Source: an optimization exercise on an open RTL-to-GDS flow (aim: small area and a short achievable clock period). Production flows keep margins and buffers that such runs may drop. Where RTL was checked, it was by simulation tests only, not by an equivalence proof against the original. No activity file was given, so power comes from the tool's default toggle rates.

// coproc_top
module coproc_top (
  input  logic                CLOCK_50,
  input  logic                hps_fpga_reset_n,
  input  logic [word_w-1:0]   in_readdata,
  input  logic                in_waitrequest,
  output logic                in_read,
  output logic [word_w-1:0]   out_writedata,
  output logic                out_write,
  input  logic                out_waitrequest,
  input  logic [2:0]          reset_req,
  output logic                cold_reset,
  output logic                warm_reset,
  output logic                debug_reset,
  output logic [uptime_w-1:0] status_count,
  output logic [led_w-1:0]    ledr
);
  logic [uptime_w-1:0] uptime_q;    
  mult_pipe #(
    .stages (mult_stages)
  ) mult_inst (
    .CLOCK_50         (CLOCK_50),
    .hps_fpga_reset_n (hps_fpga_reset_n),
    .in_readdata      (in_readdata),
    .in_waitrequest   (in_waitrequest),
    .in_read          (in_read),
    .out_writedata    (out_writedata),
    .out_write        (out_write),
    .out_waitrequest  (out_waitrequest)
  );
  reset_req_fsm #(
    .pulse_ext (cold_pulse_ext)
  ) cold_req_inst (
    .CLOCK_50         (CLOCK_50),
    .hps_fpga_reset_n (hps_fpga_reset_n),
    .req              (reset_req[0]),
    .pulse            (cold_reset)
  );
  reset_req_fsm #(
    .pulse_ext (warm_pulse_ext)
  ) warm_req_inst (
    .CLOCK_50         (CLOCK_50),
    .hps_fpga_reset_n (hps_fpga_reset_n),
    .req              (reset_req[1]),
    .pulse            (warm_reset)
  );
  reset_req_fsm #(
    .pulse_ext (debug_pulse_ext)
  ) debug_req_inst (
    .CLOCK_50         (CLOCK_50),
    .hps_fpga_reset_n (hps_fpga_reset_n),
    .req              (reset_req[2]),
    .pulse            (debug_reset)
  );
  ...
==> flow/config.mk <==
export PLATFORM = sky130hd
export DESIGN_NAME = coproc_top
export DESIGN_NICKNAME = coproc_top
export VERILOG_FILES = /design/flow/design.v
export SDC_FILE = /design/flow/constraint.sdc
export NUM_CORES = 4
export LEC_CHECK = 0
export CAP_MARGIN = 20
export CORE_MARGIN = 2
export CORE_UTILIZATION = 60
export CTS_CLUSTER_DIAMETER = 150
export CTS_CLUSTER_SIZE = 30
export SETUP_SLACK_MARGIN = 3.7
export SLEW_MARGIN = 20
export SYNTH_HIERARCHICAL = 1
export TNS_END_PERCENT = 0
==> flow/constraint.sdc <==
create_clock -name core_clock -period 6.8 [get_ports {CLOCK_50}]
set_input_delay 1.3600 -clock core_clock [delete_from_list [all_inputs] [get_ports {CLOCK_50}]]
set_output_delay 1.3600 -clock core_clock [all_outputs]
set_load 0.01 [all_outputs]
standard.sh (not shown) runs the stock make flow with config.mk's settings and CLKGATE_MAP_FILE= SYNTH_SCRIPT=/design/flow/synth_recipe.tcl, a recipe that flattens the netlist after the stock synthesis.
==> flow/flow/run.sh <==
#!/bin/bash
# Layout flow: the standard ORFS flow, with the port buffers that the
# placement step inserts made from sky130_fd_sc_hd__buf_1, which the timing
# repair may then resize, instead of the delay-cell buffer the resizer picks.
set -euo pipefail
bash standard.sh "BUFFER_PORTS_ARGS=-buffer_cell sky130_fd_sc_hd__buf_1" finish > orfs_make.log 2>&1
The baseline went through all stages and came out clean.
Change:
- CORE_UTILIZATION: 60 -> 55
- TNS_END_PERCENT: 0 -> default
The changed run passed the timing, design-rule and antenna checks.
Non-clock buffer count went up by 30.
Global-route usage went down by 1.6 points.
Worst hold slack loses 0.0072 ns.
Change:
- CORE_UTILIZATION: 55 -> 65
Effect: Final cell count went down by about 4.6%. Power stays flat. Cell area went down by about 1.8%. Clock power went down by about 1%. Routed wire length went down by about 2.3%. Die area went down by about 15%.
Change:
- PLACE_DENSITY: default -> 0.75
The new run finished with timing, DRC and antenna clean; design area is about the same; routed wire length drops by 1.4%; non-clock buffer count drops by 3; sequential share of layout area climbs by 0.10 points; worst hold slack is worse by 0.0073 ns; cell count hardly moves; synthesized cell count does not change.
Change:
- CORE_UTILIZATION: 65 -> 55
- CTS_CLUSTER_DIAMETER: 150 -> 100
- CTS_CLUSTER_SIZE: 30 -> 24
- PLACE_DENSITY: 0.75 -> default
After rerunning: Sequential share of layout area drops by 0.84 points. Design area went up by a few percent. Global-route usage shrinks by 2.8 points. Die area grows by about a fifth. Utilization went down by 9.1 points. Via count decreases slightly. Setup slack gains 0.021 ns. Flip-flop and latch count is unchanged.

* * *

== the previous run ==
Another version of the RTL of coproc_top (not shown whole).
Size in the first run: roughly 1000 cells after synthesis, roughly 200 flip-flops, roughly 120 I/O pins, ~13000 um^2 of cells after synthesis.
## coproc_top
module coproc_top (
  input  logic                CLOCK_50,
  input  logic                hps_fpga_reset_n,
  input  logic [word_w-1:0]   in_readdata,
  input  logic                in_waitrequest,
  output logic                in_read,
  output logic [word_w-1:0]   out_writedata,
  output logic                out_write,
  input  logic                out_waitrequest,
  input  logic [2:0]          reset_req,
  output logic                cold_reset,
  output logic                warm_reset,
  output logic                debug_reset,
  output logic [uptime_w-1:0] status_count,
  output logic [led_w-1:0]    ledr
);
==> flow/config.mk <==
export PLATFORM = sky130hd
export DESIGN_NAME = coproc_top
export DESIGN_NICKNAME = coproc_top
export VERILOG_FILES = /design/flow/design.v
export SDC_FILE = /design/flow/constraint.sdc
export NUM_CORES = 4
export LEC_CHECK = 0
export CAP_MARGIN = 20
export CORE_MARGIN = 2
export CORE_UTILIZATION = 60
export CTS_CLUSTER_DIAMETER = 150
export CTS_CLUSTER_SIZE = 30
export SETUP_SLACK_MARGIN = 3.7
export SLEW_MARGIN = 20
export SYNTH_HIERARCHICAL = 1
export TNS_END_PERCENT = 5
==> flow/constraint.sdc <==
create_clock -name core_clock -period 6.8 [get_ports {CLOCK_50}]
set_input_delay 1.3600 -clock core_clock [delete_from_list [all_inputs] [get_ports {CLOCK_50}]]
set_output_delay 1.3600 -clock core_clock [all_outputs]
set_load 0.01 [all_outputs]
Scripts as last shown in full above: flow/flow/run.sh
In summary, the previous run completed successfully, with a layout that passed the timing, design-rule and antenna checks.
Modified inputs, the current run compared to the previous run
# the previous run
export LEC_CHECK = 0
export CAP_MARGIN = 20
export CORE_MARGIN = 2
export CORE_UTILIZATION = 60
export CTS_CLUSTER_DIAMETER = 150
export CTS_CLUSTER_SIZE = 30
export SETUP_SLACK_MARGIN = 3.7
export SLEW_MARGIN = 20
export SYNTH_HIERARCHICAL = 1
export TNS_END_PERCENT = 5
create_clock -name core_clock -period 6.8 [get_ports {CLOCK_50}]
# the current run
export LEC_CHECK = 0
export CAP_MARGIN = 20
export CORE_MARGIN = 2
export CORE_UTILIZATION = 60
export CTS_CLUSTER_DIAMETER = 150
export CTS_CLUSTER_SIZE = 30
export GPL_ROUTABILITY_DRIVEN = 0
export SETUP_SLACK_MARGIN = 3.7
export SLEW_MARGIN = 20
export SYNTH_HIERARCHICAL = 1
export TNS_END_PERCENT = 5
create_clock -name core_clock -period 6.8 [get_ports {CLOCK_50}]
### Flow results
Re routed wire length: no difference whatsoever between the current run and the previous run. From the previous run to the current run, multi-input logic cell count did not move at all. Required time at the worst-slack endpoint delta (the previous run -> the current run): insignificant. The previous run -> the current run: worst path buffer plus inverter count delta 0, exact match. Comparing the current run against the previous run, there is no change at all in area occupied by multi-input gates. The current run against the previous run: clock distribution area overhead in the final layout about even, via count of the first global-routing pass about even, cell count about even, number of unique standard cell types used by synthesis about even. From the previous run to the current run, fraction of synthesized area in multiplexers did not move at all.
Function was not checked in any run of this note: the RTL went through the layout flow alone.

* * *

RTL: one of the versions met above, not the one the previous note started from.
Size: about 1,000 cells after synthesis, ~200 flip-flops, ~120 I/O pins, ~0.013 mm² of cells after synthesis.
clock: 6.8 ns
lec_check: 0
cap_margin: 20
core_margin: 2
core_utilization: 60
cts_cluster_diameter: 150
cts_cluster_size: 30
setup_slack_margin: 3.7
slew_margin: 20
synth_hierarchical: 1
tns_end_percent: 5
Scripts as last shown in full above: flow/flow/run.sh
The starting point went through all stages and came out clean.
Then changed:
Settings changed: CORE_UTILIZATION 60 to 65.
=> Non-clock buffer count drops by 7; sequential power stays flat; global-route usage is higher by 1.7 points; via count rises by 0.73%; synthesized cell count stays the same; setup slack gets worse by 29 ps; area after synthesis does not change.
Then changed:
==> flow/flow/run.sh (replaced) <==
#!/bin/bash
# Layout flow: the standard ORFS flow, with the port buffers that the
# placement step inserts made from sky130_fd_sc_hd__buf_1, which the timing
# repair may then resize, instead of the delay-cell buffer the resizer picks;
# and with ORFS's power recovery after global routing, which downsizes gates
# on paths that keep positive slack.
set -euo pipefail
bash standard.sh "BUFFER_PORTS_ARGS=-buffer_cell sky130_fd_sc_hd__buf_1" RECOVER_POWER=100 finish > orfs_make.log 2>&1
Settings changed: TNS_END_PERCENT 5 to default.
=> The changed run reached the layout checks and failed them: max-capacitance violations, max-slew violations; sequential power is about the same; first-iteration DRC count increases by a few percent; total power increases slightly; die area does not change; flip-flop and latch count does not change; utilization rose by 0.90 points.
Then changed:
==> flow/flow/run.sh (replaced) <==
#!/bin/bash
# Layout flow: the standard ORFS flow, with two changes:
# - the port buffers that the placement step inserts are made from
#   sky130_fd_sc_hd__buf_1, which the timing repair may then resize, instead of
#   the delay-cell buffer the resizer picks;
# - the pins of the one combinational port-to-port path (in_waitrequest,
#   out_waitrequest -> in_read) are placed next to each other.
set -euo pipefail
bash standard.sh "BUFFER_PORTS_ARGS=-buffer_cell sky130_fd_sc_hd__buf_1" \
  "PLACE_PINS_ARGS=-group_pins {in_waitrequest out_waitrequest in_read}" \
  finish > orfs_make.log 2>&1
Settings changed: CORE_UTILIZATION 65 to 60, SETUP_SLACK_MARGIN 3.7 to 3.74, TNS_END_PERCENT from default to 5.
Now the flow completed with no timing, DRC or antenna violations.
Synthesized area stays the same.
Utilization fell by 5.4 points.
Sequential power stays flat.
Clock-buffer cell count rose by 1.
Flip-flop and latch count is unchanged.
Worst hold slack barely changes.
Then changed:
==> flow/flow/run.sh (replaced) <==
#!/bin/bash
# Layout flow: the standard ORFS flow, with the port buffers that the
# placement step inserts made from sky130_fd_sc_hd__buf_1, which the timing
# repair may then resize, instead of the delay-cell buffer the resizer picks.
set -euo pipefail
bash standard.sh "BUFFER_PORTS_ARGS=-buffer_cell sky130_fd_sc_hd__buf_1" finish > orfs_make.log 2>&1
Settings changed: CAP_MARGIN 20 to 10, SETUP_SLACK_MARGIN 3.74 to 3.7, SLEW_MARGIN 20 to 10.
=> First-iteration DRC count came out lower by 10%. Total power came out lower by 3.3%. Hold slack loses 3.2 ps. Cell count stays flat. Final area hardly moves. Non-clock buffer count came out higher by 4.

* * *

job 101:
Starting RTL as in the previous note.
Settings: LEC_CHECK=0, CAP_MARGIN=20, CORE_MARGIN=2, CORE_UTILIZATION=60, CTS_BUF_LIST=sky130_fd_sc_hd__clkbuf_8 sky130_fd_sc_hd__clkbuf_16, CTS_CLUSTER_DIAMETER=100, CTS_CLUSTER_SIZE=20, SETUP_SLACK_MARGIN=3.7, SLEW_MARGIN=20, SYNTH_HIERARCHICAL=1, TNS_END_PERCENT=5; clock period 6.8 ns.
==> flow/flow/run.sh <==
#!/bin/bash
# Layout flow: the standard ORFS flow, with the port buffers that the
# placement step inserts made from sky130_fd_sc_hd__buf_1, which the timing
# repair may then resize, instead of the delay-cell buffer the resizer picks.
set -euo pipefail
bash standard.sh "BUFFER_PORTS_ARGS=-buffer_cell sky130_fd_sc_hd__buf_1" finish > orfs_make.log 2>&1
Relative to job 101, the following input files were edited for job 102:
Settings: CTS_BUF_LIST no longer set, was sky130_fd_sc_hd__clkbuf_8 sky130_fd_sc_hd__clkbuf_16; TNS_END_PERCENT no longer set, was 5; CORE_UTILIZATION now 75, was 60; CTS_CLUSTER_SIZE now 24, was 20.
--- outcome ---
Worst hold margin of job 102 is on par with job 101. Job 102 against job 101; floorplan die width is down by more than 10%. Job 102 vs job 101, launching instance or port of the critical path: mult_inst.s1_q[28]$_DFFE_PN_ vs out_waitrequest. Job 102 ends up with higher global-route met2 utilization than job 101 does. Between job 101 and job 102, number of iterations in the first detailed-routing pass decreased. On first-iteration DRC count, job 101 beats job 102. Where routed wire length is concerned, job 101 is better than job 102. Switching power went up by a little under 10% going from job 101 to job 102.

* * *

Starting RTL as in the previous note.
export LEC_CHECK = 0
export CAP_MARGIN = 20
export CORE_MARGIN = 2
export CORE_UTILIZATION = 60
export CTS_CLUSTER_DIAMETER = 150
export CTS_CLUSTER_SIZE = 30
export SETUP_SLACK_MARGIN = 3.72
export SLEW_MARGIN = 20
export SYNTH_HIERARCHICAL = 1
export TNS_END_PERCENT = 5
create_clock -name core_clock -period 6.8 [get_ports {CLOCK_50}]
Scripts as last shown in full above: flow/flow/run.sh
The starting point finished with timing, DRC and antenna clean.
Then changed:
--- a/flow/config.mk
+++ b/flow/config.mk
@@ -13 +13,2 @@
-export SETUP_SLACK_MARGIN = 3.72
+export GPL_ROUTABILITY_DRIVEN = 0
+export SETUP_SLACK_MARGIN = 3.7
After rerunning:
- synthesized area is unchanged
- global-route usage is unchanged
- cell count is unchanged
Then changed:
--- a/flow/config.mk
+++ b/flow/config.mk
@@ -13,2 +13 @@
-export GPL_ROUTABILITY_DRIVEN = 0
-export SETUP_SLACK_MARGIN = 3.7
+export SETUP_SLACK_MARGIN = 3.55
What happened: Die area does not change; area after synthesis stays the same; routed wire length barely changes.
Then changed:
--- a/flow/config.mk
+++ b/flow/config.mk
@@ -10 +10 @@
-export CORE_UTILIZATION = 60
+export CORE_UTILIZATION = 65
@@ -13 +13 @@
-export SETUP_SLACK_MARGIN = 3.55
+export SETUP_SLACK_MARGIN = 3.76
@@ -16 +15,0 @@
-export TNS_END_PERCENT = 5
What happened: The changed run ran to the end with no violations; area after synthesis does not change; utilization went up by 8.5 points; clock-buffer cell count does not change; die area went down by a little under a tenth; wire length went up slightly.
Then changed:
==> flow/flow/run.sh (replaced) <==
#!/bin/bash
# Layout flow: the standard ORFS flow, with two changes:
# - the port buffers that the placement step inserts are made from
#   sky130_fd_sc_hd__buf_1, which the timing repair may then resize, instead of
#   the delay-cell buffer the resizer picks;
# - the pins of the one combinational port-to-port path (in_waitrequest,
#   out_waitrequest -> in_read) are placed next to each other.
set -euo pipefail
bash standard.sh "BUFFER_PORTS_ARGS=-buffer_cell sky130_fd_sc_hd__buf_1" \
  "PLACE_PINS_ARGS=-group_pins {in_waitrequest out_waitrequest in_read}" \
  finish > orfs_make.log 2>&1
--- a/flow/config.mk
+++ b/flow/config.mk
@@ -10 +10 @@
-export CORE_UTILIZATION = 65
+export CORE_UTILIZATION = 60
@@ -13 +13 @@
-export SETUP_SLACK_MARGIN = 3.76
+export SETUP_SLACK_MARGIN = 3.7
@@ -15,0 +16 @@
+export TNS_END_PERCENT = 5
Outcome:
- core utilization falls by 7.8 points
- worst setup slack got worse by 54 ps
- sequential power stays flat
- synthesized area stays the same
- wire length rises by 0.75%
- fmax falls by about 1.8%
- hold slack barely changes

* * *

rev 12:
coproc_top, a different RTL version from the one above (not shown whole).
For scale: ~190 flip-flops, roughly 120 I/O pins, about 13,000 um^2 of cells after synthesis.
==> flow/config.mk <==
export PLATFORM = sky130hd
export DESIGN_NAME = coproc_top
export DESIGN_NICKNAME = coproc_top
export VERILOG_FILES = /design/flow/design.v
export SDC_FILE = /design/flow/constraint.sdc
export NUM_CORES = 4
export LEC_CHECK = 0
export ABC_CLOCK_PERIOD_IN_PS = 3000
export CAP_MARGIN = 20
export CORE_MARGIN = 2
export CORE_UTILIZATION = 55
export SETUP_SLACK_MARGIN = 3.7
export SLEW_MARGIN = 20
export SYNTH_HIERARCHICAL = 1
==> flow/constraint.sdc <==
create_clock -name core_clock -period 6.8 [get_ports {CLOCK_50}]
set_input_delay 1.3600 -clock core_clock [delete_from_list [all_inputs] [get_ports {CLOCK_50}]]
set_output_delay 1.3600 -clock core_clock [all_outputs]
set_load 0.01 [all_outputs]
run.sh (not shown) runs the stock make flow with config.mk's settings and CLKGATE_MAP_FILE= SYNTH_SCRIPT=/design/flow/synth_recipe.tcl, a recipe that flattens the netlist after the stock synthesis.
Stock flow here: none of the scripts above is used.
Rev 12 | stages: all done | timing, DRC, antenna: all pass
The inputs of rev 13 differ from those of rev 12 as listed below.
==> flow/flow/run.sh (new file) <==
#!/bin/bash
# Layout flow: the standard ORFS flow, with the port buffers that the
# placement step inserts made from sky130_fd_sc_hd__buf_1, which the timing
# repair may then resize, instead of the delay-cell buffer the resizer picks.
set -euo pipefail
bash standard.sh "BUFFER_PORTS_ARGS=-buffer_cell sky130_fd_sc_hd__buf_1" finish > orfs_make.log 2>&1
==> flow/standard.sh (new file) <==
#!/bin/bash
# synth_recipe.tcl (not shown) runs the flow's synth.tcl, then flattens the netlist and writes it again
# the make line also repeats each setting of config.mk as NAME=value (left out here)
make -C /OpenROAD-flow-scripts/flow DESIGN_CONFIG=/design/flow/config.mk WORK_HOME=/design/flow/orfs CLKGATE_MAP_FILE= SYNTH_SCRIPT=/design/flow/synth_recipe.tcl "${@:-finish}"
--- a/flow/config.mk
+++ b/flow/config.mk
@@ -12 +12 @@
-export SETUP_SLACK_MARGIN = 3.7
+export SETUP_SLACK_MARGIN = 3.6
removed: flow/run.sh
==> comparison <==
Rev 13 and rev 12 ended up with roughly the same worst setup slack after layout.
Rev 13: count of buffers added by post-CTS timing repair for setup about 24% below rev 12
Relative to rev 12, the non-clock buffer count in the final layout measured on rev 13 has decreased by more than 10%.
Compared with rev 12, in rev 13 power share of the sequential group moved up; highest clock frequency the design can meet level.
Taking rev 12 as the reference point, the sum of routed wire segments on met1 of rev 13 falls by 3.5%.
Compared with rev 12, rev 13 shows a lower weighted congestion reported at the end of routability-driven placement.
In rev 13 the global-route usage over all layers turned out 0.42 points lower than in rev 12.
As of rev 13, pin count of the biggest net entering global routing had fallen by more than a quarter compared to rev 12.
Cell area shrinks by a few percent when moving from rev 12 to rev 13.
No functional check of the RTL was part of any run of this note.

## port drivers added, routing unchanged
No port has a modelled driver above. Below, the same layouts with a new extraction and two added sets of constraints.
Step 1 assumes that a clkbuf_16 drives the clock port and a buf_2 every other input.
Step 2 moves the port delays by t, midway between the first and last clock arrival at a register: inputs arrive t later, outputs are due t later. That takes back most of the time a late clock gives input paths.
a / b / c = no drivers / after step 1 / after step 2; a / b = the first two.
run	shift t [ns]	slack for setup (ns)	hold slack, ns	worst setup path at the end	cell pins on the clock port's net
the first run of note 1	0.520	3.708 / 3.689 / 3.491	0.395 / 0.395 / 0.395	input to register	1
the second run of note 1	0.526	3.724 / 3.715 / 3.715	0.388 / 0.388 / 0.388	input to output	1
the third run of note 1	0.516	3.719 / 3.696 / 3.692	0.396 / 0.396 / 0.396	input to register	1
the fourth run of note 1	0.512	3.705 / 3.679 / 3.679	0.389 / 0.389 / 0.389	input to output	1
the fifth run of note 1	0.520	3.726 / 3.715 / 3.715	0.384 / 0.384 / 0.384	input to output	1
the previous run	0.521	3.668 / 3.648 / 3.648	0.391 / 0.391 / 0.391	input to output	1
the current run	0.521	3.668 / 3.648 / 3.648	0.391 / 0.391 / 0.391	input to output	1
the first run of note 3	0.520	3.708 / 3.689 / 3.491	0.395 / 0.395 / 0.395	input to register	1
the second run of note 3	0.514	3.680 / 3.680 / 3.674	0.397 / 0.397 / 0.397	input to register	1
the third run of note 3	0.516	2.357 / 2.384 / 1.868	0.397 / 0.397 / 0.397	input to register	1
the fourth run of note 3	0.515	3.722 / 3.720 / 3.720	0.397 / 0.397 / 0.397	input to output	1
the fifth run of note 3	0.518	3.708 / 3.689 / 3.494	0.393 / 0.393 / 0.393	input to register	1
job 101	0.524	3.708 / 3.688 / 3.494	0.387 / 0.387 / 0.387	input to register	1
job 102	0.513	3.690 / 3.677 / 3.164	0.387 / 0.387 / 0.387	input to register	1
the first run of note 5	0.520	3.708 / 3.689 / 3.491	0.395 / 0.395 / 0.395	input to register	1
the second run of note 5	0.520	3.708 / 3.689 / 3.491	0.395 / 0.395 / 0.395	input to register	1
the third run of note 5	0.520	3.617 / 3.596 / 3.327	0.395 / 0.395 / 0.395	input to register	1
the fourth run of note 5	0.512	3.756 / 3.718 / 3.567	0.397 / 0.397 / 0.397	input to register	1
the fifth run of note 5	0.515	3.702 / 3.681 / 3.681	0.397 / 0.397 / 0.397	input to output	1
rev 12	0.490	3.608 / 3.608 / 3.608	0.378 / 0.378 / 0.378	register to register	1
rev 13	0.493	3.607 / 3.607 / 3.356	0.373 / 0.373 / 0.373	input to register	1
For job 102, which loses most, drivers alone change the setup slack by -0.013 ns; drivers and shift together by -0.526 ns.
